This design comes from an exercise in tuning for a short achievable clock period on the open sky130 flow, not from production work.
The RTL was checked by simulation tests, not by an equivalence proof against the original design.
Power and IR drop assume default switching activity.

==> flow/design.v (excerpt) <==
module instr_mem_ctrl #(
  parameter int DATA_WIDTH = 32,
  parameter int ADDR_WIDTH = 32,
  parameter int DEPTH      = 64
) (
  input  logic                   clk,
  input  logic                   reset,
  input  logic                   load_start,
  input  logic                   load_valid,
  output logic                   load_ready,
  input  logic [DATA_WIDTH-1:0]  load_data,
  input  logic                   load_last,
  output logic [$clog2(DEPTH):0] load_count,
  input  logic                   fetch_valid,
  input  logic [ADDR_WIDTH-1:0]  fetch_addr,
  output logic                   fetch_ready,
  output logic                   instr_valid,
  output logic [DATA_WIDTH-1:0]  instr_out,
  output logic                   instr_fault,
  output logic                   busy
);
Size in the first run: ~4,500 cells after synthesis, ~110 I/O pins.
==> module imem_dec3, before the edit <==
module imem_dec3 (
  input  logic [2:0] a,
  output logic [7:0] oh
);
  always_comb begin
    for (int i = 0; i < 8; i++) oh[i] = (a == 3'(i));
  end
endmodule
==> module imem_ao8, before the edit <==
module imem_ao8 (
  input  logic [7:0] d,
  input  logic [7:0] sel,
  output logic       y
);
  assign y = |(d & sel);
endmodule
==> module imem_rd_slice, before the edit <==
module imem_rd_slice (
  input  logic [63:0] bits,
  input  logic [5:0]  idx,
  input  logic        fault,
  output logic        y
);
  logic [7:0] lo_sel, hi_sel, grp;
  imem_dec3 u_dec_lo (.a(idx[2:0]), .oh(lo_sel));
  imem_dec3 u_dec_hi (.a(idx[5:3]), .oh(hi_sel));
  for (genvar g = 0; g < 8; g++) begin : g_grp
    imem_ao8 u_ao (.d(bits[8*g +: 8]), .sel(lo_sel), .y(grp[g]));
  end
  logic hit;
  imem_ao8 u_ao_hi (.d(grp), .sel(hi_sel), .y(hit));
  assign y = hit && !fault;
endmodule
==> module instr_mem_ctrl, before the edit <==
module instr_mem_ctrl #(
  parameter int DATA_WIDTH = 32,
  parameter int ADDR_WIDTH = 32,
  parameter int DEPTH      = 64
) (
  input  logic                   clk,
  input  logic                   reset,
  input  logic                   load_start,
  input  logic                   load_valid,
  output logic                   load_ready,
  input  logic [DATA_WIDTH-1:0]  load_data,
  input  logic                   load_last,
  output logic [$clog2(DEPTH):0] load_count,
  input  logic                   fetch_valid,
  input  logic [ADDR_WIDTH-1:0]  fetch_addr,
  output logic                   fetch_ready,
  output logic                   instr_valid,
  output logic [DATA_WIDTH-1:0]  instr_out,
  output logic                   instr_fault,
  output logic                   busy
);
  localparam int IDXW = $clog2(DEPTH);
  localparam int CNTW = IDXW + 1;
  logic                  st_clear, st_run, st_load;
  logic                  clear_nxt, run_nxt, load_nxt;
  logic                  busy_n;
  logic [DEPTH-1:0]      clr_ptr;        
  logic [DEPTH-1:0]      ld_ptr;         
  logic                  go_load;
  logic                  do_load;
  logic                  load_done;
  logic [CNTW-1:0]       cnt;            
  logic [DATA_WIDTH-1:0] wr_data;
  logic [DEPTH-1:0]      wr_en;
  logic [DATA_WIDTH-1:0] mem [DEPTH];
  assign go_load   = st_run && load_start;
  assign do_load   = st_load && load_valid;
  assign load_done = do_load && (load_last || ld_ptr[DEPTH-1]);
  assign clear_nxt = st_clear && !clr_ptr[DEPTH-1];
  assign run_nxt   = (st_clear && clr_ptr[DEPTH-1]) || (st_run && !load_start) || load_done;
  assign load_nxt  = go_load || (st_load && !load_done);
  assign wr_data   = st_load ? load_data : '0;
  assign wr_en     = clr_ptr | (ld_ptr & {DEPTH{load_valid}});
  assign busy      = !busy_n;
  always_ff @(posedge clk or negedge reset) begin
    if (!reset) begin
      st_clear    <= 1'b1;
      st_run      <= 1'b0;
      st_load     <= 1'b0;
      fetch_ready <= 1'b0;
      load_ready  <= 1'b0;
      busy_n      <= 1'b0;
      clr_ptr     <= DEPTH'(1);
      ld_ptr      <= '0;
      cnt         <= '0;
      load_count  <= '0;
      instr_valid <= 1'b0;
    end else begin
      st_clear    <= clear_nxt;
      st_run      <= run_nxt;
      st_load     <= load_nxt;
      fetch_ready <= !(clear_nxt || load_nxt);
      load_ready  <= !(clear_nxt || run_nxt);
      busy_n      <= st_clear ? clr_ptr[DEPTH-1] : !load_nxt;
      clr_ptr     <= {clr_ptr[DEPTH-2:0], 1'b0};
      if (go_load)
        ld_ptr <= DEPTH'(1);
      else if (load_valid)
        ld_ptr <= load_last ? '0 : {ld_ptr[DEPTH-2:0], 1'b0};
      cnt         <= go_load ? '0 : cnt + CNTW'(do_load);
      if (go_load)
        load_count <= '0;
      else if (do_load)
        load_count <= cnt + 1'b1;
      instr_valid <= fetch_valid && st_run;
    end
  end
  always_ff @(posedge clk) begin
    for (int w = 0; w < DEPTH; w++)
      if (wr_en[w]) mem[w] <= wr_data;
  end
  logic [IDXW-1:0]       fetch_idx;
  logic                  addr_fault;
  logic [DATA_WIDTH-1:0] rd_word;
  assign fetch_idx  = fetch_addr[IDXW+1:2];
  assign addr_fault = (fetch_addr[1:0] != 2'b00) || (fetch_addr[ADDR_WIDTH-1:IDXW+2] != '0);
  for (genvar b = 0; b < DATA_WIDTH; b++) begin : g_rd
    logic [DEPTH-1:0] col;
    for (genvar w = 0; w < DEPTH; w++) begin : g_col
      assign col[w] = mem[w][b];
    end
    imem_rd_slice u_rd (
      .bits(col), .idx(fetch_idx), .fault(addr_fault), .y(rd_word[b])
    );
  end
  always_ff @(posedge clk) begin
    instr_out   <= rd_word;
    instr_fault <= addr_fault;
  end
endmodule
clock: 4.0 ns
lec_check: 0
cap_margin: 20
core_margin: 2
core_utilization: 35
place_density: 0.45
setup_slack_margin: 2.2
slew_margin: 20
synth_hierarchical: 1
tns_end_percent: 10
standard.sh (not shown) runs the stock make flow with config.mk's settings and CLKGATE_MAP_FILE= SYNTH_SCRIPT=/design/flow/synth_recipe.tcl, a recipe that flattens the netlist after the stock synthesis.
==> flow/flow/run.sh <==
#!/bin/bash
set -euo pipefail
DU=$(make -s -C "$FLOW_HOME" DESIGN_CONFIG="$PWD/config.mk" WORK_HOME="$PWD/orfs" print-DONT_USE_CELLS \
     | sed -n 's/^DONT_USE_CELLS: //p')
[[ -n "$DU" ]] || { echo "could not read DONT_USE_CELLS" >&2; exit 1; }
bash standard.sh "DONT_USE_CELLS=$DU sky130_fd_sc_hd__a222oi_1" finish > flow_make.log 2>&1
Rerun with:
--- a/flow/design.v
+++ b/flow/design.v
@@ -1,35 +1,14 @@
-module imem_dec3 (
-  input  logic [2:0] a,
-  output logic [7:0] oh
+module imem_rd_slice #(
+  parameter int DEPTH = 64
+) (
+  input  logic [DEPTH-1:0]         bits,
+  input  logic [$clog2(DEPTH)-1:0] idx,
+  input  logic                     fault,
+  output logic                     y
 );
-  always_comb begin
-    for (int i = 0; i < 8; i++) oh[i] = (a == 3'(i));
-  end
-endmodule
-module imem_ao8 (
-  input  logic [7:0] d,
-  input  logic [7:0] sel,
-  output logic       y
-);
-  assign y = |(d & sel);
-endmodule
-module imem_rd_slice (
-  input  logic [63:0] bits,
-  input  logic [5:0]  idx,
-  input  logic        fault,
-  output logic        y
-);
-  logic [7:0] lo_sel, hi_sel, grp;
-  imem_dec3 u_dec_lo (.a(idx[2:0]), .oh(lo_sel));
-  imem_dec3 u_dec_hi (.a(idx[5:3]), .oh(hi_sel));
-  for (genvar g = 0; g < 8; g++) begin : g_grp
-    imem_ao8 u_ao (.d(bits[8*g +: 8]), .sel(lo_sel), .y(grp[g]));
-  end
-  logic hit;
-  imem_ao8 u_ao_hi (.d(grp), .sel(hi_sel), .y(hit));
-  assign y = hit && !fault;
+  assign y = !fault && bits[idx];
 endmodule
 module instr_mem_ctrl #(
   parameter int DATA_WIDTH = 32,
   parameter int ADDR_WIDTH = 32,
   parameter int DEPTH      = 64
@@ -118,11 +97,11 @@
   for (genvar b = 0; b < DATA_WIDTH; b++) begin : g_rd
     logic [DEPTH-1:0] col;
     for (genvar w = 0; w < DEPTH; w++) begin : g_col
       assign col[w] = mem[w][b];
     end
-    imem_rd_slice u_rd (
+    imem_rd_slice #(.DEPTH(DEPTH)) u_rd (
       .bits(col), .idx(fetch_idx), .fault(addr_fault), .y(rd_word[b])
     );
   end
   always_ff @(posedge clk) begin
     instr_out   <= rd_word;
What happened:
- wire length decreases by about a fifth
- synthesized area increases by a few percent
- die area increases by a few percent
- power decreases by a few percent
- first-iteration DRC count decreases by well over a third
- sequential share of layout area decreases by 0.97 points
- setup slack barely changes

## re-timing with driven ports
The flow's constraints put no driver on any port. The routed layouts listed below were extracted and timed again, unchanged, in two steps. Step 1 sets driving cells, clkbuf_16 on the clock port and buf_2 on the other inputs (assumed; they add their load-dependent delay and slew). Step 2 moves the port delays by t, midway between the first and last clock arrival at a register: inputs arrive t later, outputs are due t later. That takes back most of the time a late clock gives input paths. Slacks: no drivers / after step 1 / after step 2; pairs: no drivers / after step 1.
| run | shift t [ns] | setup WS [ns] | worst setup path after step 2 | clock arrival spread, ns | slew at the worst register clock pin (ns) |
|---|---|---|---|---|---|
| the first run | 0.974 | 1.773 / 1.682 / 0.788 | input to register | 0.037 / 0.036 | 0.07 / 0.07 |
| the second run | 0.946 | 1.775 / 1.614 / 0.669 | input to register | 0.066 / 0.065 | 0.07 / 0.07 |
After both steps every run listed still meets setup and hold. The setup slack of the second run, which loses most, moves by -0.161 ns with the drivers and by -1.106 ns with both steps.
